This is an optimization exercise on Yosys and OpenROAD, whose aim is small area, not a production implementation. Function was checked by simulation only, so behaviour that the tests miss may differ from the original. Power and IR drop assume default switching activity.

## job 101
// sha256_stream_ctrl
module sha256_stream_ctrl #(
  parameter int TIMEOUT_CYCLES = 64,
  parameter int CNT_W          = 16
) (
  input  logic               clk,
  input  logic               rst_n,
  input  logic               blk_valid,
  output logic               blk_ready,
  input  logic [sha256_pkg::BLOCK_W-1:0] blk_data,
  input  logic               blk_first,
  input  logic               blk_last,
  output logic               comp_start,
  output logic [sha256_pkg::BLOCK_W-1:0] comp_message,
  output logic [sha256_pkg::HASH_W-1:0]  comp_init_hash,
  input  logic [sha256_pkg::HASH_W-1:0]  comp_hash,
  input  logic               comp_done,
  output logic               digest_valid,
  input  logic               digest_ready,
  output logic [sha256_pkg::HASH_W-1:0]  digest,
  output logic               busy,
  output logic               error,
  output logic [CNT_W-1:0]   block_count
);
For scale: ~2100 cells after synthesis, roughly 1800 I/O pins, roughly 26000 sq um of cells after synthesis.
export LEC_CHECK = 0
export CAP_MARGIN = 20
export CORE_AREA = 5 5 245 245
export DIE_AREA = 0 0 250 250
export SLEW_MARGIN = 20
create_clock -name core_clock -period 5.0 [get_ports {clk}]
standard.sh (not shown) runs the stock make flow with config.mk's settings and CLKGATE_MAP_FILE= SYNTH_SCRIPT=/design/flow/synth_recipe.tcl, a recipe that flattens the netlist after the stock synthesis.
==> flow/flow/run.sh <==
#!/bin/bash
# Standard ORFS flow (the standard.sh, unchanged synthesis) with:
#  - port buffers of the smallest buffer cell instead of the resizer's pick
#  - I/O pins allowed on every routing track so a small die holds all ports,
#    the clock pin placed alone in the middle of the left edge
#  - a clock tree of small clock buffers without dummy loads
set -uo pipefail
F=$(pwd)/flow
bash standard.sh \
  "IO_PLACER_V=met2 met4" \
  "BUFFER_PORTS_ARGS=-buffer_cell sky130_fd_sc_hd__buf_1" \
  "PRE_IO_PLACEMENT_TCL=$F/pins_pre.tcl" \
  "PLACE_PINS_ARGS=-min_distance 1 -min_distance_in_tracks -corner_avoidance 8 -exclude left:121-129" \
  "CTS_ARGS=-sink_clustering_enable -repair_clock_nets -dont_use_dummy_load -buf_list {sky130_fd_sc_hd__clkbuf_4 sky130_fd_sc_hd__clkbuf_8} -sink_clustering_size 20 -sink_clustering_max_diameter 60" \
  finish > standard.log 2>&1
==> flow/flow/pins_pre.tcl <==
# Put the clock pin in the middle of the left edge, with no other pin in a
# band around it (place_pins is told to exclude that band).
place_pin -pin_name clk -layer met3 -location {0.4 125.0} -force_to_die_boundary
What ended job 101 was a tool error in global routing (5_1_grt); the run never finished.
### job 101 -> job 102
--- a/flow/flow/run.sh
+++ b/flow/flow/run.sh
@@ -9,7 +9,6 @@
 bash standard.sh \
-  "IO_PLACER_V=met2 met4" \
   "BUFFER_PORTS_ARGS=-buffer_cell sky130_fd_sc_hd__buf_1" \
   "PRE_IO_PLACEMENT_TCL=$F/pins_pre.tcl" \
-  "PLACE_PINS_ARGS=-min_distance 1 -min_distance_in_tracks -corner_avoidance 8 -exclude left:121-129" \
-  "CTS_ARGS=-sink_clustering_enable -repair_clock_nets -dont_use_dummy_load -buf_list {sky130_fd_sc_hd__clkbuf_4 sky130_fd_sc_hd__clkbuf_8} -sink_clustering_size 20 -sink_clustering_max_diameter 60" \
+  "PLACE_PINS_ARGS=-min_distance 1 -min_distance_in_tracks -corner_avoidance 8 -exclude left:146-154" \
+  "CTS_ARGS=-sink_clustering_enable -repair_clock_nets -dont_use_dummy_load -buf_list {sky130_fd_sc_hd__clkbuf_4} -sink_clustering_size 10 -sink_clustering_max_diameter 35" \
   finish > standard.log 2>&1
==> flow/flow/pins_pre.tcl <==
# Put the clock pin in the middle of the left edge, with no other pin in a
# band around it (place_pins is told to exclude that band).
place_pin -pin_name clk -layer met3 -location {0.4 150.0} -force_to_die_boundary
--- a/flow/config.mk
+++ b/flow/config.mk
@@ -8,4 +8,4 @@
 export CAP_MARGIN = 20
-export CORE_AREA = 5 5 245 245
-export DIE_AREA = 0 0 250 250
+export CORE_AREA = 40 40 260 260
+export DIE_AREA = 0 0 300 300
 export SLEW_MARGIN = 20
Findings:
No stage failed in job 102, and the final checks on the layout all came back clean.
Comparing job 101 and job 102, the higher number of CTS-inserted buffers was measured on job 102.
Compare job 101 and job 102 | H-tree level count higher: job 102
Changes observed in job 102 relative to job 101: starting density of the core now sits higher, number of buffers added to fix hold violations after cts now sits at about the same level.
Summary of job 102 over job 101: share of flip-flops with an asynchronous set or reset after synthesis barely changed, count of flip-flops with a built-in enable after synthesis barely changed, overall die height climbed 50 um, width of the die climbed 20%, global placer's final weighted congestion climbed 0.045.
For job 103, these inputs were changed with respect to job 102:
--- a/flow/config.mk
+++ b/flow/config.mk
@@ -8,3 +8,3 @@
 export CAP_MARGIN = 20
-export CORE_AREA = 40 40 260 260
+export CORE_AREA = 5 5 295 295
 export DIE_AREA = 0 0 300 300
==> comparison <==
- Comparing job 103 against job 102, there is no change at all in area taken by flip-flops and latches.
- Looking at initial standard-cell utilization of the core across job 103 and job 102, the one that comes out higher is job 102.
- Re proportion of cell area occupied by registers: job 103 is 0.68 points down on job 102.
- Looking at dominant power group, the combinational cells result is from job 102; the registers one comes from job 103.
- Job 103 ends up with a layout overhead on the synthesized area that is 1.8 points higher than in job 102.
- Diff job 103 and job 102: clock network latency to the later pin of the worst-skew pair higher in job 103
- | minimum clock period after layout | job 103 vs job 102 | better |
- Of job 103 and job 102, job 102 shows the higher routed wire length, with job 103 below it.
- The more densely filled core belongs to job 102, not job 103.
- Largest stage delay on the critical path down 0.12 ns in job 103 wrt job 102
The inputs of job 104 differ from those of job 103 as listed below.
--- a/flow/flow/run.sh
+++ b/flow/flow/run.sh
@@ -12,3 +12,3 @@
   "PLACE_PINS_ARGS=-min_distance 1 -min_distance_in_tracks -corner_avoidance 8 -exclude left:146-154" \
-  "CTS_ARGS=-sink_clustering_enable -repair_clock_nets -dont_use_dummy_load -buf_list {sky130_fd_sc_hd__clkbuf_4} -sink_clustering_size 10 -sink_clustering_max_diameter 35" \
+  "CTS_ARGS=-sink_clustering_enable -repair_clock_nets -dont_use_dummy_load -buf_list {sky130_fd_sc_hd__clkbuf_4} -sink_clustering_size 10 -sink_clustering_max_diameter 70" \
   finish > standard.log 2>&1
--- a/flow/config.mk
+++ b/flow/config.mk
@@ -8,3 +8,3 @@
 export CAP_MARGIN = 20
-export CORE_AREA = 5 5 295 295
+export CORE_AREA = 40 40 260 260
 export DIE_AREA = 0 0 300 300
[summary]
- Job 104: PASS, flow complete, no timing, DRC or antenna violations
- Max worst-case hold slack across job 103 and job 104: job 103
- Job 103 reports its heaviest power group as registers while job 104 reports combinational cells.
- Job 104 vs. job 103: number of antenna violations at the first check in global routing went up; routed wire length went up; total power went up; internal cell power went down; layout-stage area growth over the synthesis result went down.
- Total instance count after detailed placement: job 104 vs job 103 down 468
#### Input delta (job 105 over job 104)
--- a/flow/flow/run.sh
+++ b/flow/flow/run.sh
@@ -9,6 +9,7 @@
 bash standard.sh \
+  "IO_PLACER_V=met2 met4" \
   "BUFFER_PORTS_ARGS=-buffer_cell sky130_fd_sc_hd__buf_1" \
   "PRE_IO_PLACEMENT_TCL=$F/pins_pre.tcl" \
-  "PLACE_PINS_ARGS=-min_distance 1 -min_distance_in_tracks -corner_avoidance 8 -exclude left:146-154" \
-  "CTS_ARGS=-sink_clustering_enable -repair_clock_nets -dont_use_dummy_load -buf_list {sky130_fd_sc_hd__clkbuf_4} -sink_clustering_size 10 -sink_clustering_max_diameter 70" \
+  "PLACE_PINS_ARGS=-min_distance 1 -min_distance_in_tracks -corner_avoidance 8 -exclude left:131-139" \
+  "CTS_ARGS=-sink_clustering_enable -repair_clock_nets -dont_use_dummy_load -buf_list {sky130_fd_sc_hd__clkbuf_4 sky130_fd_sc_hd__clkbuf_8} -sink_clustering_size 16 -sink_clustering_max_diameter 50" \
   finish > standard.log 2>&1
==> flow/flow/pins_pre.tcl <==
# Put the clock pin in the middle of the left edge, with no other pin in a
# band around it (place_pins is told to exclude that band).
place_pin -pin_name clk -layer met3 -location {0.4 135.0} -force_to_die_boundary
--- a/flow/config.mk
+++ b/flow/config.mk
@@ -8,4 +8,4 @@
 export CAP_MARGIN = 20
-export CORE_AREA = 40 40 260 260
-export DIE_AREA = 0 0 300 300
+export CORE_AREA = 5 5 265 265
+export DIE_AREA = 0 0 270 270
 export SLEW_MARGIN = 20
--- outcome ---
Reported for job 105 and job 104, count of port buffers added during placement turned out identical to the last digit.
The instance count of the mapped netlist of job 104 and that of job 105 are within noise of each other.
From job 104 to job 105 the numbers moved as follows: HPWL after detailed placement lower; pre-CTS setup slack grew by 0.23 ns.
global routing (5_1_grt): job 105 exited with error

==> separate check: timing with driven ports <==
No port has a modelled driver above. Below, the same layouts with a new extraction and two added sets of constraints.
Step 1: set_driving_cell puts a clkbuf_16 on clk and a buf_2 on each other input, an assumption about the parent block.
Step 2 adds t to the input delays and takes it off the output delays; t is the mean of the earliest and latest rising clock arrival at the registers after step 1. Input paths then give back, and output paths get back, about the clock's delay inside the block.
Three values: ideal ports, drivers, drivers and shift; two values: the first two.
| run | t, ns | setup WS [ns] | clock arrival spread, ns | slew at the worst register clock pin (ns) | pins driven straight from the clock port |
|---|---|---|---|---|---|
| job 102 | 0.933 | 1.620 / 1.574 / 1.570 | 0.100 / 0.099 | 0.11 / 0.11 | 1 |
| job 103 | 0.975 | 1.789 / 1.748 / 1.721 | 0.178 / 0.178 | 0.11 / 0.11 | 1 |
| job 104 | 0.904 | 1.639 / 1.593 / 1.573 | 0.103 / 0.103 | 0.12 / 0.12 | 1 |
After both steps setup and hold are still met in every run listed. For job 103, which loses most, drivers alone change the setup slack by -0.041 ns; drivers and shift together by -0.068 ns.
